What follows belongs to an exercise in optimizing a design on an open flow for small area, a short achievable clock period and few clock cycles per item; a production flow would make more cautious choices. Only the layout flow was run in this run; the RTL was not checked for function there. Power figures rest on the tool's default switching activity, not on a simulated workload.

==> design/flow/design.v <==
`timescale 1ns/1ps
`default_nettype none
package ooo_pkg;
    localparam int REG_ADDR_LEN = 5;    
    localparam int REG_NUM      = 32;   
    localparam int DATA_WIDTH   = 32;   
    localparam int FUNC_WIDTH = 3;
    localparam logic [FUNC_WIDTH-1:0] ALU_ADD = 3'd0;   
    localparam logic [FUNC_WIDTH-1:0] ALU_SUB = 3'd1;   
    localparam logic [FUNC_WIDTH-1:0] ALU_AND = 3'd2;
    localparam logic [FUNC_WIDTH-1:0] ALU_OR  = 3'd3;
    localparam logic [FUNC_WIDTH-1:0] ALU_XOR = 3'd4;
    localparam logic [FUNC_WIDTH-1:0] ALU_SLL = 3'd5;   
    localparam logic [FUNC_WIDTH-1:0] ALU_SRL = 3'd6;   
    localparam logic [FUNC_WIDTH-1:0] ALU_SLT = 3'd7;
endpackage
`default_nettype wire
`timescale 1ns/1ps
`default_nettype none
import ooo_pkg::*;
module reg_file (
    input  wire                     clk,
    input  wire                     reset,
    input  wire  [REG_ADDR_LEN-1:0] rd_addr1,
    input  wire  [REG_ADDR_LEN-1:0] rd_addr2,
    input  wire                     wr_en,
    input  wire  [REG_ADDR_LEN-1:0] wr_addr,
    input  wire  [DATA_WIDTH-1:0]   wr_data,
    output logic [DATA_WIDTH-1:0]   rd_data1,
    output logic [DATA_WIDTH-1:0]   rd_data2
);
    logic [DATA_WIDTH-1:0] regs [1:REG_NUM-1];
    logic [DATA_WIDTH-1:0] wd_lo, wd_hi;
    assign wd_lo = wr_data & {DATA_WIDTH{~reset}};
    assign wd_hi = wr_data | {DATA_WIDTH{reset}};
    always_ff @(posedge clk) begin
        for (int r = 1; r < REG_NUM; r++) begin
            if (reset || (wr_en && (wr_addr == REG_ADDR_LEN'(r)))) begin
                for (int j = 0; j < DATA_WIDTH; j++) begin
                    regs[r][j] <= ((r >> j) & 1) ? wd_hi[j] : wd_lo[j];
                end
            end
        end
    end
    always_comb begin
        rd_data1 = '0;
        rd_data2 = '0;
        for (int r = 1; r < REG_NUM; r++) begin
            if (rd_addr1 == REG_ADDR_LEN'(r)) rd_data1 = regs[r];
            if (rd_addr2 == REG_ADDR_LEN'(r)) rd_data2 = regs[r];
        end
    end
endmodule
`default_nettype wire
`timescale 1ns/1ps
`default_nettype none
import ooo_pkg::*;
module alu_exec (
    input  wire  [FUNC_WIDTH-1:0]   func,
    input  wire  [DATA_WIDTH-1:0]   opa,
    input  wire  [DATA_WIDTH-1:0]   opb,
    output logic [DATA_WIDTH-1:0]   alu_out
);
    localparam int SHAMT_W = $clog2(DATA_WIDTH);   
    logic [SHAMT_W-1:0] shamt;
    assign shamt = opb[SHAMT_W-1:0];
    always_comb begin
        case (func)
            ALU_ADD: alu_out = opa + opb;
            ALU_SUB: alu_out = opa - opb;
            ALU_AND: alu_out = opa & opb;
            ALU_OR:  alu_out = opa | opb;
            ALU_XOR: alu_out = opa ^ opb;
            ALU_SLL: alu_out = opa << shamt;
            ALU_SRL: alu_out = opa >> shamt;   
            ALU_SLT: alu_out = ($signed(opa) < $signed(opb)) ? DATA_WIDTH'(1) : '0;
            default: alu_out = '0;
        endcase
    end
endmodule
`default_nettype wire
`timescale 1ns/1ps
`default_nettype none
import ooo_pkg::*;
module ooo_core #(
    parameter int NUM_ENTRIES = 4,   
    parameter int FIFO_DEPTH  = 4    
) (
    input  wire                     clk,
    input  wire                     reset,
    input  wire                     disp_valid,
    input  wire  [FUNC_WIDTH-1:0]   func,
    input  wire  [REG_ADDR_LEN-1:0] dst,
    input  wire  [REG_ADDR_LEN-1:0] inp1,
    input  wire  [REG_ADDR_LEN-1:0] inp2,
    input  wire                     issue,
    output logic                    disp_full,
    output logic                    result_valid,
    output logic [REG_ADDR_LEN-1:0] result_dst,
    output logic [DATA_WIDTH-1:0]   result_data
);
    logic                    issue_q;    
    logic                    accept;
    logic                    ex_valid;
    logic [FUNC_WIDTH-1:0]   ex_func;
    logic [REG_ADDR_LEN-1:0] ex_dst;
    logic [DATA_WIDTH-1:0]   ex_opa_rf, ex_opb_rf;
    logic                    ex_fwd1, ex_fwd2;   
    logic [DATA_WIDTH-1:0]   ex_opa, ex_opb;
    logic [DATA_WIDTH-1:0]   alu_out;
    logic [DATA_WIDTH-1:0]   rd_data1, rd_data2;
    assign disp_full = !issue_q;
    assign accept    = disp_valid && issue_q;
    always_ff @(posedge clk) begin
        if (reset) begin
            issue_q      <= 1'b0;
            ex_valid     <= 1'b0;
            result_valid <= 1'b0;
        end else begin
            issue_q      <= issue;
            ex_valid     <= accept;
            result_valid <= ex_valid;
        end
    end
    always_ff @(posedge clk) begin
        ex_func     <= func;
        ex_dst      <= dst;
        ex_opa_rf   <= rd_data1;
        ex_opb_rf   <= rd_data2;
        ex_fwd1     <= ex_valid && (ex_dst != '0) && (inp1 == ex_dst);
        ex_fwd2     <= ex_valid && (ex_dst != '0) && (inp2 == ex_dst);
        result_dst  <= ex_dst;
        result_data <= alu_out;
    end
    assign ex_opa = ex_fwd1 ? result_data : ex_opa_rf;
    assign ex_opb = ex_fwd2 ? result_data : ex_opb_rf;
    reg_file reg_file_i (
        .clk(clk), .reset(reset), .rd_addr1(inp1), .rd_addr2(inp2), .wr_en(ex_valid),
        .wr_addr(ex_dst), .wr_data(alu_out), .rd_data1(rd_data1), .rd_data2(rd_data2)
    );
    alu_exec alu_exec_i (
        .func(ex_func), .opa(ex_opa), .opb(ex_opb), .alu_out(alu_out)
    );
endmodule
`default_nettype wire
==> design/flow/run.sh <==
#!/bin/bash
# synth_recipe.tcl (not shown) runs the flow's synth.tcl, then flattens the netlist and writes it again
# the make line also repeats each setting of config.mk as NAME=value (left out here)
make -C /OpenROAD-flow-scripts/flow DESIGN_CONFIG=/design/flow/config.mk WORK_HOME=/design/flow/orfs CLKGATE_MAP_FILE= SYNTH_SCRIPT=/design/flow/synth_recipe.tcl finish
==> design/flow/config.mk <==
export PLATFORM = sky130hd
export DESIGN_NAME = ooo_core
export DESIGN_NICKNAME = ooo_core
export VERILOG_FILES = /design/flow/design.v
export SDC_FILE = /design/flow/constraint.sdc
export NUM_CORES = 4
export LEC_CHECK = 0
export CAP_MARGIN = 20
export CORE_MARGIN = 2
export CORE_UTILIZATION = 40
export SLEW_MARGIN = 20
==> design/flow/constraint.sdc <==
create_clock -name core_clock -period 7.5 [get_ports {clk}]
set_input_delay 1.5000 -clock core_clock [delete_from_list [all_inputs] [get_ports {clk}]]
set_output_delay 1.5000 -clock core_clock [all_outputs]
set_load 0.01 [all_outputs]
==> summary.txt <==
worst flop-to-flop path startpoint - ex_fwd2$_DFF_P_
Clock power frac - 0.310
initial antenna violation count - 5
hpwl dp - 166000 microns
min cycle time layout - 5760 ps
Avg Synthesized Cell Area - 11.2 sq um
CTS tree - done
critical path class - reg2reg
Int Pwr - 13.1 mW
CTS buffer count - 115
core box area - 140000 sq um
Met3 Wirelength - 29600 microns
fraction of layout cells with a size suffix above 1 - 0.111
max_slew headroom - 0.210
Max-cap violations - 0
die area - 144000 sq um
power density cells - 307 nW/um^2
worst hold start - ex_dst[1]$_DFF_P_
worst hold margin - 458 ps
Syn Std Cell Area - 56600 sq um
routed vias/inst - 6.95
Fillers - 12800
Net Count, Synth - 5172
setup TNS - 0 ps
H-tree depth - 3
post_cts resized - 0
fraction of registers with async set/reset - 0
CTS max path bufs - 3
Tcrit/Tclk final - 0.768
Hold Crit Class - reg2reg
endpoints failing hold - 0
Startpoint Class - flop
I/O pin cnt - 61
Logic pwr share - 0.243
Place WS - 1670 ps
met2 wire length - 110000 microns
total gr overflow - 0
Worst Path Max Fanout - 24
WP data required - 7790 ps
Psw - 6.64 mW
worst slew pin tran - 1180 ps
number of placement rows - 137
vias in the first global route - 45400
register area - 32100 sq um
Starting Density - 0.404
Placer Congestion - 1.00
Remaining DRCs - 0
max layer used - met5
Crit. Startpoint - ex_fwd2$_DFF_P_
Worst VDD drop - 0.000197 V
Top FF cell, synth - edfxtp_1
status - timing/DRC/antenna clean
Reg power frac - 0.447
Layout Skew - 83.9 ps
Synth-to-Final Area Change - 13.5%
Clock Tree Root - clkbuf_16
RSZ-0062 raised after global routing - false
final setup fails - 0
flop-to-flop setup slack - 1740 ps
number of synthesized register bits - 1106
CTS hold repair buffers - 0
total setup buffers inserted after CTS - 0
total track usage - 0.324
Overall Power - 19.7 mW
Switching Fraction - 0.337
P_leak - 22.6 nW
Cells after Synth - 5051
clk slew on worst S/H paths - 70 ps
Slew Viols, Final - 0
Layout Nets - 5180
initial DRC count - 9090
sequential area share after synthesis - 0.567
critical path capture point type - flop
YS warnings - 4
post-route setup slack - 1740 ps
fmax - 0.174 GHz
Post-synth EDFFs - 992
worst skew pair latency - 770 ps
clock sinks - 1106
post-synth cell types - 93
Crit path arrival time - 6060 ps
first-pass GRT wire length - 343000 microns
largest net degree at the start of global routing - 59
DR vias - 48900
router iterations before antenna repair - 12
port bufs - 60
drt wl/cell - 34.7 microns
Routed Antenna Nets - 0
final core utilization - 0.459
Multi-input gate area - 23100 sq um
WL final - 244000 microns
height of the die - 380 microns
wl on met1 - 91500 microns
Die Wd - 380 microns
registers in the layout (all words and copies together) (netlist names):
signal / cells
result_data: 32
ex_valid: 1
issue_q: 1
result_valid: 1
ex_opa_rf: 32
ex_fwd1: 1
result_dst: 5
ex_func: 3
ex_dst: 5
ex_fwd2: 1
reg_file_i.regs: 992
ex_opb_rf: 32
worst max-delay path: stages, from the launching register on:
cell      delay, ps
dfxtp_2         780
mux2i_4         330
buf_4           360
inv_2           300
fa_1            520
nor2_1          150
o311a_1         230
o21bai_1        110
buf_4           180
a21oi_1         540
o21ai_1         260
o31a_1          330
o21ai_1         260
a41oi_1         310
or2_1           620
placed cells by master (no fill, tap or decap), types with 40 or more instances in the layout:
cell,synthesis,final
a211oi_1,70,59
o21ai_0,305,293
buf_4,4,208
mux2i_1,241,239
ha_1,97,97
a221oi_1,91,91
a22o_1,40,40
dfxtp_1,114,112
nor2_1,426,398
o221ai_1,52,52
nand2_1,332,323
o22ai_1,334,334
a22oi_1,200,200
a31oi_1,57,57
inv_1,103,102
a222oi_1,52,52
nor3_1,104,97
clkdlybuf4s50_1,0,54
nand3_1,89,89
clkbuf_16,0,116
a21oi_1,337,333
edfxtp_1,992,992
routing by layer:
metal,up-vias,global-route usage
met5,-,0
met4,6,0.150
met3,750,0.0695
met2,4060,0.508
met1,24000,0.430
li1,20100,-
power by group through the flow:
stage | Clock [mW] | Combinational [mW] | Sequential [mW]
2_1_floorplan | 0 | 2.70 | 8.59
3_3_place_gp | 0 | 4.60 | 8.87
3_5_place_dp | 0 | 4.60 | 8.88
4_1_cts | 6.15 | 4.62 | 8.76
5_1_grt | 6.37 | 5.02 | 8.87
6_report | 6.12 | 4.79 | 8.81
final cells by class:
cell class,count,area share
well taps,1876,0.0366
repair buffers,268,0.0338
multi-input cells,3456,0.360
clock inverters,78,0.0152
diodes,2,0.0000780
clock buffers,140,0.0476
inverters,112,0.00655
flip-flops and latches,1106,0.500
stage by stage:
stage | cells | area, sq um
final | 7038 | 64200
after global routing | 7036 | 64200
after CTS | 7035 | 64100
after detailed placement | 6817 | 60100
after global placement | 6816 | 60100
after floorplan | 5051 | 56600
cells by family after synthesis:
logic type	after synthesis	share of synthesized area
compound gates	1864	0.222
xor+xnor	22	0.00341
fa+ha+maj	100	0.0223
buf+inv	489	0.0348
flops	1106	0.567
mux	295	0.0567
simple gates	1175	0.0937
final timing paths:
kind,endpoint,depth (start not counted)
hold reg to reg,result_dst[1]$_DFF_P_,0
hold / removal,result_dst[1]$_DFF_P_,0
setup / recovery,reg_file_i.regs[21][0]$_DFFE_PP_,14
setup reg to reg,reg_file_i.regs[21][0]$_DFFE_PP_,14
Yosys cell counts, types with 40 or more instances:
cell type | number | share of area
mux2i_1 | 241 | 0.043
edfxtp_1 | 992 | 0.53
dfxtp_1 | 114 | 0.040
a222oi_1 | 52 | 0.0092
ha_1 | 97 | 0.021
nand2_1 | 332 | 0.022
nor2_1 | 426 | 0.028
o22ai_1 | 334 | 0.037
a31oi_1 | 57 | 0.0063
o21ai_0 | 305 | 0.027
buf_2 | 47 | 0.0042
a211oi_1 | 70 | 0.0093
clkbuf_1 | 283 | 0.019
a22oi_1 | 200 | 0.027
inv_1 | 103 | 0.0068
a21oi_1 | 337 | 0.030
nor3_1 | 104 | 0.0092
a221oi_1 | 91 | 0.014
a22o_1 | 40 | 0.0062
o221ai_1 | 52 | 0.0081
nand3_1 | 89 | 0.0079

-- re-timing with driven ports --
No port has a modelled driver above. Below, the same layout with a new extraction and two added sets of constraints.
Step 1, drivers: a clkbuf_16 drives clk and a buf_2 each remaining input, both assumed.
Step 2 also shifts input and output timing later by t, the mid clock arrival at the registers, as if the neighbouring blocks saw the same clock.
Slacks: ideal / step 1 / step 2; pairs: ideal / step 1.
t, ns: 0.809
setup slack, ns: 1.737 / 1.737 / 1.382
slew at the worst register clock pin (ns): 0.07 / 0.07
worst data-port slew with drivers (ns): 0.06
After both steps setup and hold are still met in this run. The setup slack of this run moves by 0.000 ns with the drivers and by -0.355 ns with both steps.
